What follows belongs to an exercise in optimizing a design on an open flow for small area, a short achievable clock period and few clock cycles; a production flow would make more cautious choices.
Function was not checked in any run shown here: the RTL went through the layout flow alone.
No activity file was given, so power comes from the tool's default toggle rates.

$ cat design/flow/run.sh
#!/bin/bash
# synth_recipe.tcl (not shown) runs the flow's synth.tcl, then flattens the netlist and writes it again
# the make line also repeats each setting of config.mk as NAME=value (left out here)
make -C /OpenROAD-flow-scripts/flow DESIGN_CONFIG=/design/flow/config.mk WORK_HOME=/design/flow/orfs CLKGATE_MAP_FILE= SYNTH_SCRIPT=/design/flow/synth_recipe.tcl finish
$ cat design/flow/config.mk
export PLATFORM = sky130hd
export DESIGN_NAME = cpu_lite_top
export DESIGN_NICKNAME = cpu_lite_top
export VERILOG_FILES = /design/flow/design.v
export SDC_FILE = /design/flow/constraint.sdc
export NUM_CORES = 8
export LEC_CHECK = 0
export CAP_MARGIN = 20
export CORE_MARGIN = 2
export CORE_UTILIZATION = 50
export CTS_BUF_LIST = sky130_fd_sc_hd__clkbuf_8
export CTS_CLUSTER_DIAMETER = 60
export CTS_CLUSTER_SIZE = 16
export PLACE_DENSITY = 0.6
export SETUP_SLACK_MARGIN = 5
export SLEW_MARGIN = 20
export SYNTH_HIERARCHICAL = 1
$ cat design/flow/constraint.sdc
create_clock -name core_clock -period 14.0 [get_ports {clk_i}]
set_input_delay 2.8000 -clock core_clock [delete_from_list [all_inputs] [get_ports {clk_i}]]
set_output_delay 2.8000 -clock core_clock [all_outputs]
set_load 0.01 [all_outputs]
$ cat design/flow/design.v
`default_nettype none
module alu (
    input  wire        is_r_i,     
    input  wire        is_i_i,     
    input  wire [2:0]  f3_i,
    input  wire        f7z_i,      
    input  wire        f7s_i,      
    input  wire [4:0]  rd_i,
    input  wire [31:0] a_i,        
    input  wire [31:0] b_i,        
    output logic [31:0] result_o,
    output logic       writes_o    
);
    wire [2:0] f3  = f3_i;
    wire f7z  = f7z_i;
    wire f7s  = f7s_i;
    logic r_ok, i_ok;
    always_comb begin
        case (f3)
            3'b000:  r_ok = f7z | f7s;
            3'b001, 3'b010, 3'b100, 3'b110, 3'b111: r_ok = f7z;
            default: r_ok = 1'b0;
        endcase
        i_ok = (f3 == 3'b000) | (f3 == 3'b110) | (f3 == 3'b111);
    end
    assign writes_o = ((is_r_i & r_ok) | (is_i_i & i_ok)) & (rd_i != 5'd0);
    wire        do_sub = ~is_i_i & (f7s | (f3 == 3'b010));
    wire [31:0] bx     = b_i ^ {32{do_sub}};
    wire [31:0] p = a_i ^ bx;
    wire [31:0] g = a_i & bx;
    logic [31:0] gg, pp;
    always_comb begin
        gg = g;
        pp = p;
        gg[0] = g[0] | (p[0] & do_sub);
        for (int l = 1; l < 32; l = l * 2) begin
            for (int i = 2 * l - 1; i < 32; i = i + 2 * l) begin
                gg[i] = gg[i] | (pp[i] & gg[i - l]);
                pp[i] = pp[i] & pp[i - l];
            end
        end
        for (int l = 8; l >= 1; l = l / 2) begin
            for (int i = 3 * l - 1; i < 32; i = i + 2 * l) begin
                gg[i] = gg[i] | (pp[i] & gg[i - l]);
                pp[i] = pp[i] & pp[i - l];
            end
        end
    end
    wire [31:0] carry = {gg[30:0], do_sub};
    wire        lt    = (a_i[31] ^ b_i[31]) ? a_i[31] : (p[31] ^ carry[31]);
    wire [31:0] lg  = f3[1] ? (f3[0] ? g : (p | g)) : p;
    wire [31:0] arw = lg ^ (carry & {32{f3 == 3'b000}});
    always_comb begin
        case (f3)
            3'b001:  result_o = a_i << b_i[4:0];
            3'b010:  result_o = {31'd0, lt};
            default: result_o = arw;
        endcase
    end
endmodule
`default_nettype wire
`default_nettype none
module reg_file (
    input  wire        clk_i,
    input  wire        reset,
    input  wire [4:0]  addr_i,     
    output logic [31:0] rdata_o,   
    output logic [15:0] match_o,   
    input  wire        wr_en_i,    
    input  wire [15:0] drop_i,     
    input  wire [3:0]  idx_i,
    input  wire [4:0]  wr_tag_i,
    input  wire [31:0] wr_data_i
);
    logic [15:0] valid_q;
    logic [4:0]  tag_q  [16];
    logic [31:0] data_q [16];
    logic [15:0] match;
    logic [15:0] sel;
    always_comb begin
        rdata_o = '0;
        for (int i = 0; i < 16; i++) begin
            sel[i]   = (idx_i == i[3:0]);
            match[i] = valid_q[i] & (tag_q[i] == addr_i);
            rdata_o  = rdata_o | (data_q[i] & {32{match[i]}});
        end
    end
    assign match_o = match;
    always_ff @(posedge clk_i or posedge reset) begin
        if (reset) begin
            valid_q <= '0;
        end else begin
            for (int i = 0; i < 16; i++) begin
                if (wr_en_i && sel[i])                 valid_q[i] <= 1'b1;
                else if (wr_en_i && drop_i[i])          valid_q[i] <= 1'b0;
            end
        end
    end
    for (genvar i = 0; i < 16; i++) begin : g_entry
        for (genvar j = 0; j < 5; j++) begin : g_tag
            rf_bit u_bit (
                .clk_i  (clk_i),
                .hold_i (valid_q[i]),
                .we_i   (wr_en_i & sel[i]),
                .d_i    (wr_tag_i[j]),
                .q_o    (tag_q[i][j])
            );
        end
        for (genvar j = 0; j < 32; j++) begin : g_data
            rf_bit u_bit (
                .clk_i  (clk_i),
                .hold_i (valid_q[i]),
                .we_i   (wr_en_i & sel[i]),
                .d_i    (wr_data_i[j]),
                .q_o    (data_q[i][j])
            );
        end
    end
endmodule
`default_nettype wire
`default_nettype none
module rf_bit (
    input  wire  clk_i,
    input  wire  hold_i,
    input  wire  we_i,
    input  wire  d_i,
    output logic q_o
);
    always_ff @(posedge clk_i) begin
        q_o <= (q_o & hold_i) | (d_i & we_i);
    end
endmodule
`default_nettype wire
`default_nettype none
module cpu_lite_top (
    input  wire        clk_i,
    input  wire        reset,
    input  wire        host_valid_i,
    input  wire [7:0]  host_byte_i,
    input  wire [4:0]  reg_sel_i,
    input  wire [1:0]  byte_sel_i,
    output wire [7:0]  value_o,
    output wire        is_positive_o,
    output wire        done_o
);
    logic        loading_q;    
    logic        done_q;
    logic [1:0]  phase_q;      
    logic [4:0]  count_q;      
    logic        exec_q;       
    logic        is_r_q;       
    logic        is_i_q;       
    logic        rd0_q;        
    logic [7:0]  b1_q;         
    logic [3:0]  b2_q;         
    logic [7:0]  b3_q;         
    logic [31:0] a_q;          
    logic [15:0] drop_q;       
    wire start_seen = host_valid_i & ~loading_q & ~done_q & (host_byte_i == 8'hFE);
    wire end_seen   = host_valid_i & loading_q & (phase_q == 2'd0) & (host_byte_i == 8'hFF);
    wire data_stb   = host_valid_i & loading_q & ~end_seen;
    wire last_byte  = data_stb & (phase_q == 2'd3);
    wire kept       = ~count_q[4];
    wire [4:0] rd = {b1_q[3:0], rd0_q};
    logic [31:0] rdata;
    logic [15:0] match;
    logic [31:0] result;
    logic        writes;
    wire wr_en = exec_q & writes;
    always_ff @(posedge clk_i or posedge reset) begin
        if (reset) begin
            loading_q <= 1'b0;
            done_q    <= 1'b0;
            phase_q   <= 2'd0;
            count_q   <= 5'd0;
            exec_q    <= 1'b0;
        end else begin
            if (start_seen) loading_q <= 1'b1;
            if (end_seen) begin
                loading_q <= 1'b0;
                done_q    <= 1'b1;
            end
            if (data_stb) phase_q <= phase_q + 2'd1;
            if (exec_q) count_q <= count_q + 5'd1;
            exec_q <= last_byte & kept;
        end
    end
    always_ff @(posedge clk_i) begin
        b3_q   <= host_byte_i;
        drop_q <= match;
    end
    wire ld0 = data_stb & (phase_q == 2'd0);
    wire ld1 = data_stb & (phase_q == 2'd1);
    wire ld2 = data_stb & (phase_q == 2'd2);
    wire [2:0] b0_d = {host_byte_i[7], host_byte_i[6:0] == 7'b0010011,
                       host_byte_i[6:0] == 7'b0110011};
    logic [2:0] b0_q;
    assign is_r_q = b0_q[0];
    assign is_i_q = b0_q[1];
    assign rd0_q  = b0_q[2];
    for (genvar j = 0; j < 3; j++) begin : g_b0
        rf_bit u_bit (.clk_i (clk_i), .hold_i (~ld0), .we_i (ld0), .d_i (b0_d[j]), .q_o (b0_q[j]));
    end
    for (genvar j = 0; j < 8; j++) begin : g_b1
        rf_bit u_bit (.clk_i (clk_i), .hold_i (~ld1), .we_i (ld1), .d_i (host_byte_i[j]),
                      .q_o (b1_q[j]));
    end
    for (genvar j = 0; j < 4; j++) begin : g_b2
        rf_bit u_bit (.clk_i (clk_i), .hold_i (~ld2), .we_i (ld2), .d_i (host_byte_i[4 + j]),
                      .q_o (b2_q[j]));
    end
    for (genvar j = 0; j < 32; j++) begin : g_a
        rf_bit u_bit (.clk_i (clk_i), .hold_i (~ld2), .we_i (ld2), .d_i (rdata[j]), .q_o (a_q[j]));
    end
    wire sel_host = ~loading_q;
    wire sel_rs1  = loading_q & (phase_q == 2'd2);
    wire sel_rd   = loading_q & (phase_q == 2'd3);
    wire sel_rs2  = loading_q & exec_q & ~is_i_q;
    wire [4:0] rs2 = {b3_q[0], b2_q};
    wire [4:0] from_regs = ({5{sel_rd}} & rd) | ({5{sel_rs2}} & rs2) |
                           {4'd0, sel_rs1 & b1_q[7]};
    wire [4:0] addr;
    assign addr[0] = (sel_host & reg_sel_i[0]) | from_regs[0];
    for (genvar k = 1; k < 5; k++) begin : g_addr
        assign addr[k] = (sel_host & reg_sel_i[k]) | (sel_rs1 & host_byte_i[k - 1]) |
                         from_regs[k];
    end
    wire [31:0] imm = {{20{b3_q[7]}}, b3_q, b2_q};
    wire [31:0] opb = rdata | (imm & {32{is_i_q}});
    alu u_alu (
        .is_r_i   (is_r_q),
        .is_i_i   (is_i_q),
        .f3_i     (b1_q[6:4]),
        .f7z_i    (b3_q[7:1] == 7'b0000000),
        .f7s_i    (b3_q[7:1] == 7'b0100000),
        .rd_i     (rd),
        .a_i      (a_q),
        .b_i      (opb),
        .result_o (result),
        .writes_o (writes)
    );
    reg_file u_reg_file (
        .clk_i     (clk_i),
        .reset     (reset),
        .addr_i    (addr),
        .rdata_o   (rdata),
        .match_o   (match),
        .wr_en_i   (wr_en),
        .drop_i    (drop_q),
        .idx_i     (count_q[3:0]),
        .wr_tag_i  (rd),
        .wr_data_i (result)
    );
    wire [3:0] bsel = 4'b0001 << byte_sel_i;
    byte_pick u_byte_pick (
        .word_i  (rdata),
        .sel_i   (bsel),
        .byte_o  (value_o)
    );
    assign is_positive_o = ~rdata[31];
    assign done_o        = done_q;
endmodule
`default_nettype wire
`default_nettype none
module byte_pick (
    input  wire [31:0] word_i,
    input  wire [3:0]  sel_i,
    output wire [7:0]  byte_o
);
    assign byte_o = (word_i[7:0] & {8{sel_i[0]}}) | (word_i[15:8] & {8{sel_i[1]}}) |
                    (word_i[23:16] & {8{sel_i[2]}}) | (word_i[31:24] & {8{sel_i[3]}});
endmodule
`default_nettype wire
==> metrics.csv, run 1 <==
stage,metric,value,unit
sta,rsz0062_at_grt,yes,
clocking,cts_tree,yes,
die,num_rows,89,
route,ant_nets,0,
sta,timing.final.crit_share,0.652,
die,dieArea,61400,sq um
cells_and_area,final_layout_size_suffix_gt1_frac,0.147,
outcome,outcome,no timing/DRC/antenna violations,
placed_design,io_buffers,27,
grt,first_global_vias,24904,
grt,grt_max_degree,61,
grt,grt_usage,0.373,
worst_setup_path,reg2reg_slack,6.42,ns
placed_design,dpl_cell_area,31100,sq um
clocking,cts_buffer_depth,3,
sta,fin_hold_ws,0.483,ns
sta,clock_skew,0.0722,ns
placed_design,dp_hpwl,65.7,mm
worst_setup_path,path_cells,dlygate4sd2_1 > a222oi_1 > a21oi_2 > buf_12 > xor2_2 > nor4_4 > and3_4 > buf_12 > buf_16 > a22o_1 > a221oi_1 > nand4_1 > a22oi_2 > nand2_1 > clkdlybuf4s50_1,
sta,max_freq,0.110,GHz
die,fp.dieH,248,microns
clocking,insertion_delay,0.74,ns
power,swShare,0.393,
yosys,synth_area,29700,sq um
yosys,ys_types,83,
placed_design,gp_congestion,0.958,
sta,tns,0,ns
sta,report.final.slew_viol_count,0,
min_path,holdPathStages,2,
min_path,min_to,u_reg_file.valid_q[10]$_DFFE_PP0P_,
worst_setup_path,cp_common_cell,buf_12,
route,first_pass_iters,6,
sta,slew_headroom,0.192,
power,power.density,142,nW/um^2
min_path,hold_start,drop_q[10]$_DFF_P_,
route,dr_total_vias,26128,
yosys,yosysWarnings,12,
die,die_w,248,microns
worst_setup_path,critPathMaxFanout,16,
run,cap_violations,0,
grt,antenna_found_initial,1,
yosys,synth-edff-count,0,
power,leakage,0.0131,uW
route,via_per_inst,7.02,
power,clock_power_share,0.234,
clocking,cts.root.buffer_cell,clkbuf_8,
clocking,numCtsBuffers,54,
worst_setup_path,arrival,6.33,ns
cells_and_area,area_growth,13.9,%
clocking,clock-sinks,689,
yosys,async_reset_ff_frac,0.0377,
sta,tightest_slew,1.21,ns
worst_setup_path,timing.rr.end,u_reg_file.g_entry[8].g_data[24].u_bit.q_o$_DFF_P_,
worst_setup_path,rr_worst_depth,30,
worst_setup_path,cpMaxStageDelayCell,clkdlybuf4s50_1,
yosys,synth_cells,2768,
cells_and_area,fin_area,33800,sq um
route,drt-total-wl,117,mm
grt,grt_remaining_overflow,0,
power,p_comb_frac,0.330,
worst_setup_path,cp.required,11.20,ns
yosys,ys_ff_latch,689,
clocking,cts_hold_buf,0,
die,initial_core_util,0.504,
worst_setup_path,path_class,in2out,
worst_setup_path,cp-start-kind,input port,
clocking,clkTransAtPathRegs,0.10,ns
sta,final_hold_viol_count,0,
min_path,hp-class,reg2reg,
worst_setup_path,critPathCaptureType,output pin,
power,p_int,2920,uW
yosys,syn-num-nets,2855,
yosys,synth_area_per_cell,10.7,sq um
cells_and_area,final_common_cell,a22o_1,
yosys,yosysSeqAreaShare,0.469,
sta,min_period,9.13,ns
cells_and_area,nNetsFinal,3009,
worst_setup_path,worstReg2RegStart,g_b0[1].u_bit.q_o$_DFF_P_,
route,initialDrtViolationCount,2679,
power,switchingPower,1900,uW
die,design.portCount,28,
power,seqPwrFrac,0.435,
yosys,ys.flop_type,dfxtp_1,
cells_and_area,layout_common_cells,"a22o_1 (714), dfxtp_1 (660), buf_4 (150), nand2_1 (138), a22oi_1 (124)",
power,vdd_drop_max,0.202,mV
sta,setup_viol,0,
die,core_area,58900,sq um
route,drc,0,
route,wire_per_inst,31.4,microns
worst_setup_path,slowest_delay,0.54,ns
clocking,cts_max_level,2,
grt,grt_pass1_wl,169,mm
per-module statistics from Yosys (local to each module, per instance):
module        flip-flops and latches  times used  cells inside
rf_bit                             1         639             2
cpu_lite_top                      34           1           142
byte_pick                          0           1            28
reg_file                          16           1           583
alu                                0           1           737
power groups by stage:
stage	Sequential, uW	Combinational [uW]	Clock (uW)
after floorplan	2080	881	0
after global placement	2140	1310	0
after detailed placement	2140	1340	0
after CTS	2100	1500	1140
after global routing	2100	1680	1210
final	2100	1590	1130
logic make-up after synthesis:
kind of cell | count (synthesis) | synth area share
AOI/OAI and AO/OA | 1159 | 0.320
DFF | 689 | 0.469
and+or+nand+nor | 435 | 0.0783
buffers and inverters | 209 | 0.0348
xor gates and xnor gates | 131 | 0.0386
muxes | 75 | 0.0299
adders and majority gates | 70 | 0.0294
stage by stage:
step	cells	util	worst slack, ns	power (uW)
floorplan	2768	-	5.12	2970
global placement	3532	0.529	3.67	3450
detailed placement	3533	0.529	3.53	3480
CTS	3697	0.568	4.98	4730
global route	3719	0.574	4.85	4990
finish	3720	0.575	4.87	4820
worst max-delay path by stage:
stage / cells after the start / end / start
6_report: 15 / value_o[2] / host_byte_i[0]
5_1_grt: 15 / value_o[2] / host_byte_i[0]
4_1_cts: 15 / value_o[2] / host_byte_i[0]
3_5_place_dp: 22 / u_reg_file.g_entry[9].g_data[30].u_bit.q_o$_DFF_P_ / host_byte_i[3]
3_3_place_gp: 22 / u_reg_file.g_entry[4].g_data[22].u_bit.q_o$_DFF_P_ / host_byte_i[3]
2_1_floorplan: 25 / u_reg_file.g_entry[0].g_data[0].u_bit.q_o$_DFF_P_ / host_byte_i[1]
registers in the layout (all words and copies together) (netlist names):
name                                 cells
phase_q                                  2
exec_q                                   1
drop_q                                  16
done_q                                   1
loading_q                                1
u_reg_file.g_entry.g_data.u_bit.q_o    512
u_reg_file.valid_q                      16
b3_q                                     8
g_b0.u_bit.q_o                           3
g_b2.u_bit.q_o                           4
u_reg_file.g_entry.g_tag.u_bit.q_o      80
count_q                                  5
g_b1.u_bit.q_o                           8
g_a.u_bit.q_o                           32
what timing repair did:
item,4_1_cts,5_1_grt
gates cloned,8,0
pin swaps,46,11
setup endpoints to repair,249,62
setup buffers,77,20
resized for setup,117,22
layer usage:
layer,share of wire,wire [microns],vias to the layer above,track usage
li1,-,-,11177,-
met2,0.45,52900,1441,0.591
met3,0.096,11200,277,0.0850
met5,0,0,-,0
met1,0.41,47500,13233,0.484
met4,0.043,5000,0,0.169
Yosys cell counts (9+ instances only):
library cell / number / area [sq um]
and4_1: 18 / 158
mux4_2: 10 / 225
nand4_1: 60 / 375
o21ai_0: 62 / 310
dfrtp_1: 26 / 651
o221ai_1: 9 / 78.8
mux2i_1: 58 / 581
o211ai_1: 17 / 128
inv_1: 89 / 334
buf_6: 14 / 158
a22o_1: 714 / 6250
nand2_1: 138 / 518
a221oi_1: 65 / 569
nor2_1: 70 / 263
and3_1: 11 / 68.8
a22oi_1: 134 / 1010
buf_4: 15 / 113
nor3_1: 19 / 95.1
or2_2: 13 / 81.3
a21o_1: 33 / 248
nor2b_1: 9 / 56.3
nand3_1: 16 / 80.1
a211oi_1: 10 / 75.1
xor2_1: 53 / 464
o22ai_1: 10 / 62.6
dfxtp_1: 663 / 13300
clkbuf_1: 38 / 143
a21oi_1: 50 / 250
nor3_2: 9 / 90.1
xnor2_1: 78 / 683
buf_2: 34 / 170
buf_1: 13 / 48.8
ha_1: 69 / 863
nand2b_1: 29 / 181
cell type report:
type | count | area (sq um)
antenna | 2 | 5.00
clock buffer | 57 | 785
clock inverter | 22 | 215
fill | 5019 | 25100
inverter | 90 | 338
multi-input combinational | 1875 | 15500
sequential | 689 | 13900
tap | 773 | 967
timing repair buffer | 212 | 2060
critical path, delay by kind of cell:
| kind | cells | cell delay (ns) |
|---|---|---|
| xor+xnor | 1 | 0.20 |
| compound gates | 5 | 0.89 |
| simple gates | 4 | 1.05 |
| buf+inv | 5 | 1.35 |
==> run 2, diff against run 1 <==
--- a/design/flow/design.v
+++ b/design/flow/design.v
@@ -222,8 +222,14 @@
     wire [4:0] addr;
     assign addr[0] = (sel_host & reg_sel_i[0]) | from_regs[0];
     for (genvar k = 1; k < 5; k++) begin : g_addr
-        assign addr[k] = (sel_host & reg_sel_i[k]) | (sel_rs1 & host_byte_i[k - 1]) |
-                         from_regs[k];
+        addr_bit u_addr (
+            .host_i  (sel_host),
+            .sel_i   (reg_sel_i[k]),
+            .rs1_i   (sel_rs1),
+            .byte_i  (host_byte_i[k - 1]),
+            .regs_i  (from_regs[k]),
+            .addr_o  (addr[k])
+        );
     end
     wire [31:0] imm = {{20{b3_q[7]}}, b3_q, b2_q};
     wire [31:0] opb = rdata | (imm & {32{is_i_q}});
@@ -271,3 +277,15 @@
                     (word_i[23:16] & {8{sel_i[2]}}) | (word_i[31:24] & {8{sel_i[3]}});
 endmodule
 `default_nettype wire
+`default_nettype none
+module addr_bit (
+    input  wire host_i,
+    input  wire sel_i,
+    input  wire rs1_i,
+    input  wire byte_i,
+    input  wire regs_i,
+    output wire addr_o
+);
+    assign addr_o = (host_i & sel_i) | (rs1_i & byte_i) | regs_i;
+endmodule
+`default_nettype wire
==> design/flow/flow/run.sh (new file) <==
#!/bin/bash
# Standard layout, with fast buffers on the ports and timing repair aiming further.
set -euo pipefail
bash standard.sh "BUFFER_PORTS_ARGS=-buffer_cell sky130_fd_sc_hd__buf_4" SETUP_SLACK_MARGIN=6 finish > standard_make.log 2>&1
==> design/flow/standard.sh (new file) <==
#!/bin/bash
# synth_recipe.tcl (not shown) runs the flow's synth.tcl, then flattens the netlist and writes it again
# the make line also repeats each setting of config.mk as NAME=value (left out here)
make -C /OpenROAD-flow-scripts/flow DESIGN_CONFIG=/design/flow/config.mk WORK_HOME=/design/flow/orfs CLKGATE_MAP_FILE= SYNTH_SCRIPT=/design/flow/synth_recipe.tcl "${@:-finish}"
removed: design/flow/run.sh
==> run 2 against run 1 <==
Highest routed layer unchanged. Wire length up 5.9%. Count of clock-buffer cells in the layout increased by 1. Synthesized cell count is 0.25% lower. Design area up 3.1%. Largest cell class unchanged. Combinational power is 16% higher. Still clean on timing, DRC and antenna. Die area hardly changed. Fmax up 7.6%. Critical path depth unchanged. Sequential share of layout area shrank 1.3 points. Clock power about the same. Largest power group unchanged.
==> metrics.csv, run 2 <==
stage,metric,value,unit,change
outcome,outcome,no timing/DRC/antenna violations,,unchanged
grt,grt_usage,0.395,,was 0.373
worst_setup_path,slowest_delay,0.37,ns,was 0.54 ns
worst_setup_path,critPathMaxFanout,33,,was 16
yosys,synth.top_cell.area_share,0.447,,about the same
cells_and_area,largest_registers,"u_reg_file.g_entry.g_data.u_bit.q_o x512, u_reg_file.g_entry.g_tag.u_bit.q_o x80, g_a.u_bit.q_o x32",,unchanged
yosys,synth_cells,2761,,was 2768
cells_and_area,nNetsFinal,3028,,was 3009
placed_design,io_buffers,27,,unchanged
yosys,synth_top_family_by_area,compound AO/OA/AOI/OAI gates,,unchanged
clocking,cts.root.buffer_cell,clkbuf_8,,unchanged
run,cap_violations,0,,unchanged
yosys,yosysWarnings,12,,unchanged
sta,tightest_slew,1.11,ns,was 1.21 ns
clocking,cts_hold_buf,0,,unchanged
worst_setup_path,arrival,5.69,ns,was 6.33 ns
die,num_rows,89,,unchanged
clocking,clkTransAtPathRegs,0.10,ns,about the same
die,fp.dieH,248,microns,about the same
yosys,ys_ff_latch,689,,unchanged
yosys,synth.most_common_cell,a22o_1,,unchanged
yosys,synthMuxAreaShare,0.0319,,was 0.0299
clocking,numCtsBuffers,53,,was 54
sta,setup_slack,5.51,ns,was 4.87 ns
sta,clock_skew,0.0304,ns,was 0.0722 ns
route,first_pass_iters,6,,unchanged
power,power.density,144,nW/um^2,was 142 nW/um^2
die,core_area,58900,sq um,unchanged
route,drc,0,,unchanged
die,die_w,248,microns,about the same
cells_and_area,multiInputGateArea,16100,sq um,was 15500 sq um
worst_setup_path,cp_common_cell,buf_4,,was buf_12
grt,grt_pass1_wl,178,mm,was 169 mm
min_path,hp-class,reg2reg,,unchanged
route,via_per_inst,7.11,,was 7.02
placed_design,dp_hpwl,66.0,mm,was 65.7 mm
yosys,netlist.top_cell.by_area,dfxtp_1,,unchanged
sta,setup_viol,0,,unchanged
cells_and_area,largest_register,u_reg_file.g_entry.g_data.u_bit.q_o,,unchanged
cells_and_area,largest_reg_flops,512,,unchanged
clocking,clock-sinks,689,,unchanged
yosys,ys_types,89,,was 83
cells_and_area,seq_area,13900,sq um,about the same
placed_design,gp_congestion,0.934,,was 0.958
worst_setup_path,path_cells,buf_4 > a221o_1 > buf_12 > buf_4 > xnor2_1 > nand4_1 > nor3_4 > buf_12 > a22o_1 > a221oi_2 > nand4_1 > buf_4 > a22oi_2 > nand2_1 > buf_4,,was dlygate4sd2_1 > a222oi_1 > a21oi_2 > buf_12 > xor2_2 > nor4_4 > and3_4 > buf_12 > buf_16 > a22o_1 > a221oi_1 > nand4_1 > a22oi_2 > nand2_1 > clkdlybuf4s50_1
die,design.portCount,28,,unchanged
sta,tns,0,ns,unchanged
die,dieArea,61400,sq um,about the same
route,initialDrtViolationCount,3004,,was 2679
worst_setup_path,critPathCaptureType,output pin,,unchanged
grt,antenna_found_initial,1,,unchanged
clocking,cts_buffer_depth,3,,unchanged
cells_and_area,final_common_cell,a22o_1,,unchanged
grt,grt_max_degree,60,,was 61
yosys,synth-simple-area-share,0.0774,,was 0.0783
route,ant_nets,0,,unchanged
sta,max_freq,0.118,GHz,was 0.110 GHz
sta,report.final.slew_viol_count,0,,unchanged
min_path,hold_start,drop_q[14]$_DFF_P_,,was drop_q[10]$_DFF_P_
cells_and_area,layout_common_cells,"a22o_1 (716), dfxtp_1 (661), buf_4 (162), nand2_1 (123), a22oi_1 (112)",,"was a22o_1 (714), dfxtp_1 (660), buf_4 (150), nand2_1 (138), a22oi_1 (124)"
cells_and_area,area_growth,17.5,%,was 13.9%
sta,rsz0062_at_grt,yes,,unchanged
power,leakage,0.0137,uW,was 0.0131 uW
power,total_power,5030,uW,was 4820 uW
yosys,synthAdderAreaFrac,0.0291,,was 0.0294
yosys,synth_area_leaders,"dfxtp_1 (45%), a22o_1 (21%), a22oi_1 (3.3%)",,"was dfxtp_1 (45%), a22o_1 (21%), a22oi_1 (3.4%)"
yosys,synth_area,29700,sq um,about the same
yosys,synth-xor-area-share,0.0371,,was 0.0386
yosys,ys.flop_type,dfxtp_1,,unchanged
yosys,yosysSeqAreaShare,0.469,,about the same
cells_and_area,final_layout_size_suffix_gt1_frac,0.186,,was 0.147
sta,slew_headroom,0.260,,was 0.192
cells_and_area,fillers,4929,,was 5019
worst_setup_path,worstReg2RegStart,g_b1[2].u_bit.q_o$_DFF_P_,,was g_b0[1].u_bit.q_o$_DFF_P_
yosys,synth_compound_area_frac,0.321,,was 0.320
route,drt-total-wl,124,mm,was 117 mm
worst_setup_path,critical_path.startpoint,host_byte_i[0],,unchanged
clocking,cts_max_level,2,,unchanged
worst_setup_path,cp.required,11.20,ns,about the same
worst_setup_path,cpMaxStageDelayCell,a22oi_2,,was clkdlybuf4s50_1
route,wire_per_inst,33.1,microns,was 31.4 microns
cells_and_area,fin_util,0.593,,was 0.575
sta,timing.final.crit_share,0.606,,was 0.652
clocking,insertion_delay,0.71,ns,was 0.74 ns
clocking,cts_tree,yes,,unchanged
route,dr_total_vias,26564,,was 26.1k
yosys,synth_commonest_cells,"a22o_1 (716), dfxtp_1 (663), a22oi_1 (129), nand2_1 (126), inv_1 (89)",,"was a22o_1 (714), dfxtp_1 (663), nand2_1 (138), a22oi_1 (134), inv_1 (89)"
die,initial_core_util,0.504,,about the same
sta,fin_hold_ws,0.485,ns,was 0.483 ns
grt,first_global_vias,25412,,was 24.9k
worst_setup_path,path_class,in2out,,unchanged
yosys,async_reset_ff_frac,0.0377,,unchanged
yosys,synth-edff-count,0,,unchanged
sta,final_hold_viol_count,0,,unchanged
yosys,synth_area_per_cell,10.8,sq um,was 10.7 sq um
placed_design,place_worst_setup_slack,4.17,ns,was 3.53 ns
grt,grt_remaining_overflow,0,,unchanged
sta,min_period,8.49,ns,was 9.13 ns
yosys,syn-num-nets,2848,,was 2855
worst_setup_path,cp-start-kind,input port,,unchanged
power,vdd_drop_max,0.171,mV,was 0.202 mV
[run 2: cell types whose count changed in the layout (fill, tap and decap cells not counted), moves of 9 or more]
cell             change
mux2i_1             -12
clkdlybuf4s50_1     -16
buf_12              +21
buf_4               +12
a21oi_1             +11
a221oi_2            +10
buf_6               +11
nand2_1             -15
a22oi_1             -12
xor2_1              -15
or2_2                -9
[run 2: kinds of logic after synthesis]
kind of cell,count (synthesis)
buffers and inverters,208
XOR/XNOR,126
multiplexers,75
AND/OR/NAND/NOR,432
adder cells (fa/ha/maj),69
flip-flops,689
AO/OA/AOI/OAI,1162
[run 2: timing repair]
item | CTS | global route
buffers inserted | 90 | 29
pin swaps | 65 | 50
endpoints found under the setup margin | 473 | 411
cloned | 17 | 3
gates resized for setup | 163 | 82
[run 2: metrics by stage]
step	std cells	instance area (sq um)
after floorplan	2761	29800
after global placement	3520	31100
after detailed placement	3520	31100
after CTS	3703	34100
after global routing	3736	34900
final	3736	34900
[run 2: cell type report]
class	instances	share of cell area
timing repair buffer	233	0.0736
inverter	91	0.00986
antenna	1	0.0000717
clock inverter	18	0.00498
sequential	689	0.399
clock buffer	58	0.0229
tap	773	0.0277
multi-input combinational	1873	0.461
[run 2: worst paths after layout]
path / to / slack [ns] / cells after the start
worst max-delay path: value_o[1] / 5.51 / 15
worst min-delay path: u_reg_file.valid_q[14]$_DFFE_PP0P_ / 0.49 / 2
worst max register to register: u_reg_file.g_entry[1].g_data[24].u_bit.q_o$_DFF_P_ / 6.90 / 28
worst min register to register: u_reg_file.valid_q[14]$_DFFE_PP0P_ / 0.49 / 2
max in group asynchronous: u_reg_file.valid_q[15]$_DFFE_PP0P_ / 11.27 / 2
min in group asynchronous: count_q[1]$_DFFE_PP0P_ / 2.14 / 2
[run 2: critical path: cells and delay by family]
kind | cells | cell delay, ns
AO/OA/AOI/OAI | 4 | 1.22
XOR/XNOR | 1 | 0.12
buffers and inverters | 6 | 1.05
AND/OR/NAND/NOR | 4 | 0.49
[run 2: power by group]
part / internal [uW] / leakage, uW / total [uW] / switching [uW]
sequential: 1990 / 0.00566 / 2090 / 94.6
combinational: 610 / 0.00746 / 1840 / 1230
clock: 422 / 0.000527 / 1110 / 687
[run 2: per-layer routing]
metal	track usage	routed length, microns	part of all wire	up-vias
li1	-	-	-	11223
met2	0.618	55700	0.45	1607
met5	0	0	0	-
met1	0.522	49000	0.40	13404
met3	0.0794	12800	0.10	330
met4	0.191	6000	0.049	0
[run 2: per-module statistics from Yosys, one instance, submodules excluded]
module        times used  cell area (sq um)
addr_bit               4               10.0
alu                    1               4970
byte_pick              1                170
rf_bit               639               28.8
reg_file               1               4740
cpu_lite_top           1               1410
==> run 3, diff against run 2 <==
==> design/flow/flow/run.sh (replaced) <==
#!/bin/bash
# Standard layout, with fast buffers on the ports.
set -euo pipefail
bash standard.sh "BUFFER_PORTS_ARGS=-buffer_cell sky130_fd_sc_hd__buf_4" finish > standard_make.log 2>&1
==> run 3 against run 2 <==
Still clean. Critical path depth decreased by 2. Core utilization decreased by 4.5 points. Design area decreased by 7.7%. Synthesized cell count unchanged. Non-clock buffer count decreased by 113. Global-route usage decreased by 3.1 points. Largest cell class unchanged. Highest routed layer is now met5.
==> metrics.csv, run 3 <==
stage,metric,value,unit,change
yosys,synth.most_common_cell,a22o_1,,unchanged
die,dieArea,61400,sq um,unchanged
worst_setup_path,arrival,6.13,ns,was 5.69 ns
yosys,synth_area,29700,sq um,unchanged
min_path,holdPathStages,2,,unchanged
route,dr_total_vias,25434,,was 26.6k
grt,grt_usage,0.364,,was 0.395
cells_and_area,largest_registers,"u_reg_file.g_entry.g_data.u_bit.q_o x512, u_reg_file.g_entry.g_tag.u_bit.q_o x80, g_a.u_bit.q_o x32",,unchanged
worst_setup_path,critPathMaxFanout,32,,was 33
cells_and_area,area_growth,8.47,%,was 17.5%
route,initialDrtViolationCount,2859,,was 3004
worst_setup_path,critPathCaptureType,output pin,,unchanged
sta,max_freq,0.112,GHz,was 0.118 GHz
yosys,ys_types,89,,unchanged
cells_and_area,fin_util,0.547,,was 0.593
sta,min_period,8.93,ns,was 8.49 ns
grt,grt_max_degree,71,,was 60
cells_and_area,final_common_cell,a22o_1,,unchanged
cells_and_area,nNetsFinal,2906,,was 3028
worst_setup_path,path_class,in2out,,unchanged
worst_setup_path,timing.rr.end,u_reg_file.g_entry[1].g_data[23].u_bit.q_o$_DFF_P_,,was u_reg_file.g_entry[1].g_data[24].u_bit.q_o$_DFF_P_
worst_setup_path,reg2reg_slack,6.10,ns,was 6.90 ns
cells_and_area,layout_common_cells,"a22o_1 (716), dfxtp_1 (661), nand2_1 (126), a22oi_1 (126), buf_4 (116)",,"was a22o_1 (716), dfxtp_1 (661), buf_4 (162), nand2_1 (123), a22oi_1 (112)"
min_path,min_to,u_reg_file.valid_q[1]$_DFFE_PP0P_,,was u_reg_file.valid_q[14]$_DFFE_PP0P_
worst_setup_path,rr_worst_depth,24,,was 28
sta,slew_headroom,0.203,,was 0.260
min_path,hp-class,reg2reg,,unchanged
cells_and_area,largest_reg_flops,512,,unchanged
grt,antenna_found_initial,4,,was 1
cells_and_area,seq_area,13900,sq um,unchanged
sta,rsz0062_at_grt,no,,was yes
yosys,synth_area_leaders,"dfxtp_1 (45%), a22o_1 (21%), a22oi_1 (3.3%)",,unchanged
route,wire_per_inst,31.3,microns,was 33.1 microns
clocking,cts_buffer_depth,3,,unchanged
outcome,outcome,no timing/DRC/antenna violations,,unchanged
worst_setup_path,cp.required,11.20,ns,about the same
die,num_rows,89,,unchanged
sta,setup_slack,5.07,ns,was 5.51 ns
yosys,synth_area_per_cell,10.8,sq um,unchanged
clocking,cts_max_level,2,,unchanged
clocking,insertion_delay,0.71,ns,about the same
yosys,yosysWarnings,12,,unchanged
placed_design,gp_congestion,0.919,,was 0.934
clocking,numCtsBuffers,53,,unchanged
power,power.density,143,nW/um^2,was 144 nW/um^2
yosys,syn-num-nets,2848,,unchanged
yosys,netlist.top_cell.by_area,dfxtp_1,,unchanged
yosys,synth-edff-count,0,,unchanged
sta,tns,0,ns,unchanged
cells_and_area,fillers,5188,,was 4929
run,cap_violations,0,,unchanged
clocking,clkTransAtPathRegs,0.10,ns,about the same
clocking,cts.root.buffer_cell,clkbuf_8,,unchanged
placed_design,dp_hpwl,66.3,mm,was 66.0 mm
sta,setup_viol,0,,unchanged
yosys,synth_cells,2761,,unchanged
power,leakage,0.0126,uW,was 0.0137 uW
worst_setup_path,critical_path.startpoint,host_byte_i[1],,was host_byte_i[0]
cells_and_area,final_layout_size_suffix_gt1_frac,0.110,,was 0.186
die,design.portCount,28,,unchanged
yosys,ys.flop_type,dfxtp_1,,unchanged
clocking,clock-sinks,689,,unchanged
cells_and_area,largest_register,u_reg_file.g_entry.g_data.u_bit.q_o,,unchanged
yosys,synth_commonest_cells,"a22o_1 (716), dfxtp_1 (663), a22oi_1 (129), nand2_1 (126), inv_1 (89)",,unchanged
sta,report.final.slew_viol_count,0,,unchanged
yosys,synth.top_cell.area_share,0.447,,unchanged
worst_setup_path,worstReg2RegStart,g_b0[2].u_bit.q_o$_DFF_P_,,was g_b1[2].u_bit.q_o$_DFF_P_
die,fp.dieH,248,microns,unchanged
die,die_w,248,microns,unchanged
route,first_pass_iters,8,,was 6
grt,grt_pass1_wl,166,mm,was 178 mm
die,initial_core_util,0.504,,unchanged
grt,first_global_vias,24632,,was 25.4k
sta,final_hold_viol_count,0,,unchanged
route,drt-total-wl,113,mm,was 124 mm
clocking,cts_tree,yes,,unchanged
sta,clock_skew,0.0385,ns,was 0.0304 ns
placed_design,place_worst_setup_slack,3.97,ns,was 4.17 ns
sta,tightest_slew,1.19,ns,was 1.11 ns
grt,grt_remaining_overflow,0,,unchanged
worst_setup_path,cp-start-kind,input port,,unchanged
yosys,async_reset_ff_frac,0.0377,,unchanged
route,ant_nets,0,,unchanged
sta,timing.final.crit_share,0.638,,was 0.606
yosys,yosysSeqAreaShare,0.469,,unchanged
power,vdd_drop_max,0.167,mV,was 0.171 mV
yosys,ys_ff_latch,689,,unchanged
min_path,hold_start,drop_q[1]$_DFF_P_,,was drop_q[14]$_DFF_P_
cells_and_area,multiInputGateArea,15100,sq um,was 16100 sq um
die,core_area,58900,sq um,unchanged
route,via_per_inst,7.03,,was 7.11
placed_design,io_buffers,27,,unchanged
route,drc,0,,unchanged
[run 3: cell types whose count changed in the layout (fill, tap and decap cells not counted), moves of 10 or more]
cell,change
a221oi_1,+19
buf_4,-46
xor2_1,+27
a22oi_1,+14
buf_12,-41
xor2_2,-22
and3_4,-10
xnor2_1,+11
buf_6,-12
a22oi_2,-14
a221oi_2,-19
[run 3: layer usage]
metal  routed length, microns  global-route usage  vias up
met5                       13                   0        -
met2                    51200               0.580     1341
met1                    46500               0.482    12834
met4                     4250               0.139        2
li1                         -                   -    10980
met3                    11200              0.0787      277
[run 3: cell type report]
type / instances / share of cell area
clock inverter: 21 / 0.00505
timing repair buffer: 120 / 0.0287
antenna: 2 / 0.000155
clock buffer: 57 / 0.0243
multi-input combinational: 1864 / 0.468
sequential: 689 / 0.433
tap: 773 / 0.0300
inverter: 91 / 0.0106
[run 3: cell families (layout without fill, tap and decap cells)]
kind of cell,count (synthesis),count (layout),share of synthesized area
AOI/OAI and AO/OA,1162,1162,0.321
muxes,75,75,0.0319
DFF,689,689,0.469
and+or+nand+nor,432,432,0.0774
xor gates and xnor gates,126,126,0.0371
buffers and inverters,208,289,0.0346
other,0,2,0
adders and majority gates,69,69,0.0291
[run 3: critical path, stage by stage]
cell and delay (ns):
buf_4 0.13, a221o_1 0.31, buf_4 0.26, xnor2_1 0.17
nand4_1 0.15, nor3_4 0.06, buf_4 0.35, a22o_1 0.31
a221oi_1 0.26, nand4_1 0.52, a22oi_2 0.49, nand2_1 0.10
buf_4 0.16
[run 3: where the power goes]
group	switching, uW	internal, uW
registers	97.2	1990
clock network	683	398
logic	1030	398
total	1810	2790
[run 3: stage by stage]
step	area (sq um)	cells	power, uW	hold slack [ns]
3_5_place_dp	31100	3528	3510	0.463
2_1_floorplan	29700	2761	2980	0.437
3_3_place_gp	31100	3527	3480	0.461
6_report	32200	3617	4600	0.473
4_1_cts	32100	3610	4560	0.476
5_1_grt	32200	3616	4780	0.495
[run 3: per-module statistics from Yosys (local to each module, per instance)]
module / cells / times used / cell area (sq um)
byte_pick: 28 / 1 / 170
addr_bit: 1 / 4 / 10.0
rf_bit: 2 / 639 / 28.8
alu: 731 / 1 / 4970
cpu_lite_top: 137 / 1 / 1410
reg_file: 583 / 1 / 4740
[run 3: how the worst max path moves through the flow]
stage / endpoint / slack [ns]
floorplan: u_reg_file.g_entry[0].g_data[10].u_bit.q_o$_DFF_P_ / 5.56
global placement: u_reg_file.g_entry[12].g_data[24].u_bit.q_o$_DFF_P_ / 4.11
detailed placement: u_reg_file.g_entry[8].g_data[24].u_bit.q_o$_DFF_P_ / 3.97
CTS: value_o[2] / 5.01
global route: value_o[7] / 5.01
finish: value_o[1] / 5.07
[run 3: what timing repair did]
item	CTS	global route
setup endpoints to repair	90	150
hold buffers	0	0
buffers inserted	4	5
gates resized for setup	6	13
pin swaps	2	4

==> port drivers added, routing unchanged <==
The results above use ideal ports. As a check the final layouts listed here were re-extracted and re-timed, cells and wires unchanged. Step 1 (the two cells are an assumption about what drives the block):
set clk [get_ports {clk_i}]
set_driving_cell -lib_cell sky130_fd_sc_hd__clkbuf_16 $clk
set_driving_cell -lib_cell sky130_fd_sc_hd__buf_2 [delete_from_list [all_inputs] $clk]
Step 2, shift: input delay + t, output delay - t, t = (earliest + latest rising clock arrival at the registers) / 2. This alone moves slack from input paths to output paths. a / b / c = ideal ports / drivers / drivers and shift; a / b = the first two.
run	t, ns	setup slack, ns	worst setup path at the end	latest minus earliest clock arrival (ns)	cell pins on the clock port's net
run 1	0.763	4.869 / 4.852 / 4.414	input to register	0.072 / 0.072	1
run 2	0.756	5.510 / 5.487 / 5.285	input to register	0.030 / 0.030	1
run 3	0.749	5.072 / 5.049 / 4.577	input to register	0.039 / 0.038	1
After both steps setup and hold are still met in every run listed. The setup slack of run 3, which loses most, moves by -0.023 ns with the drivers and by -0.495 ns with both steps.
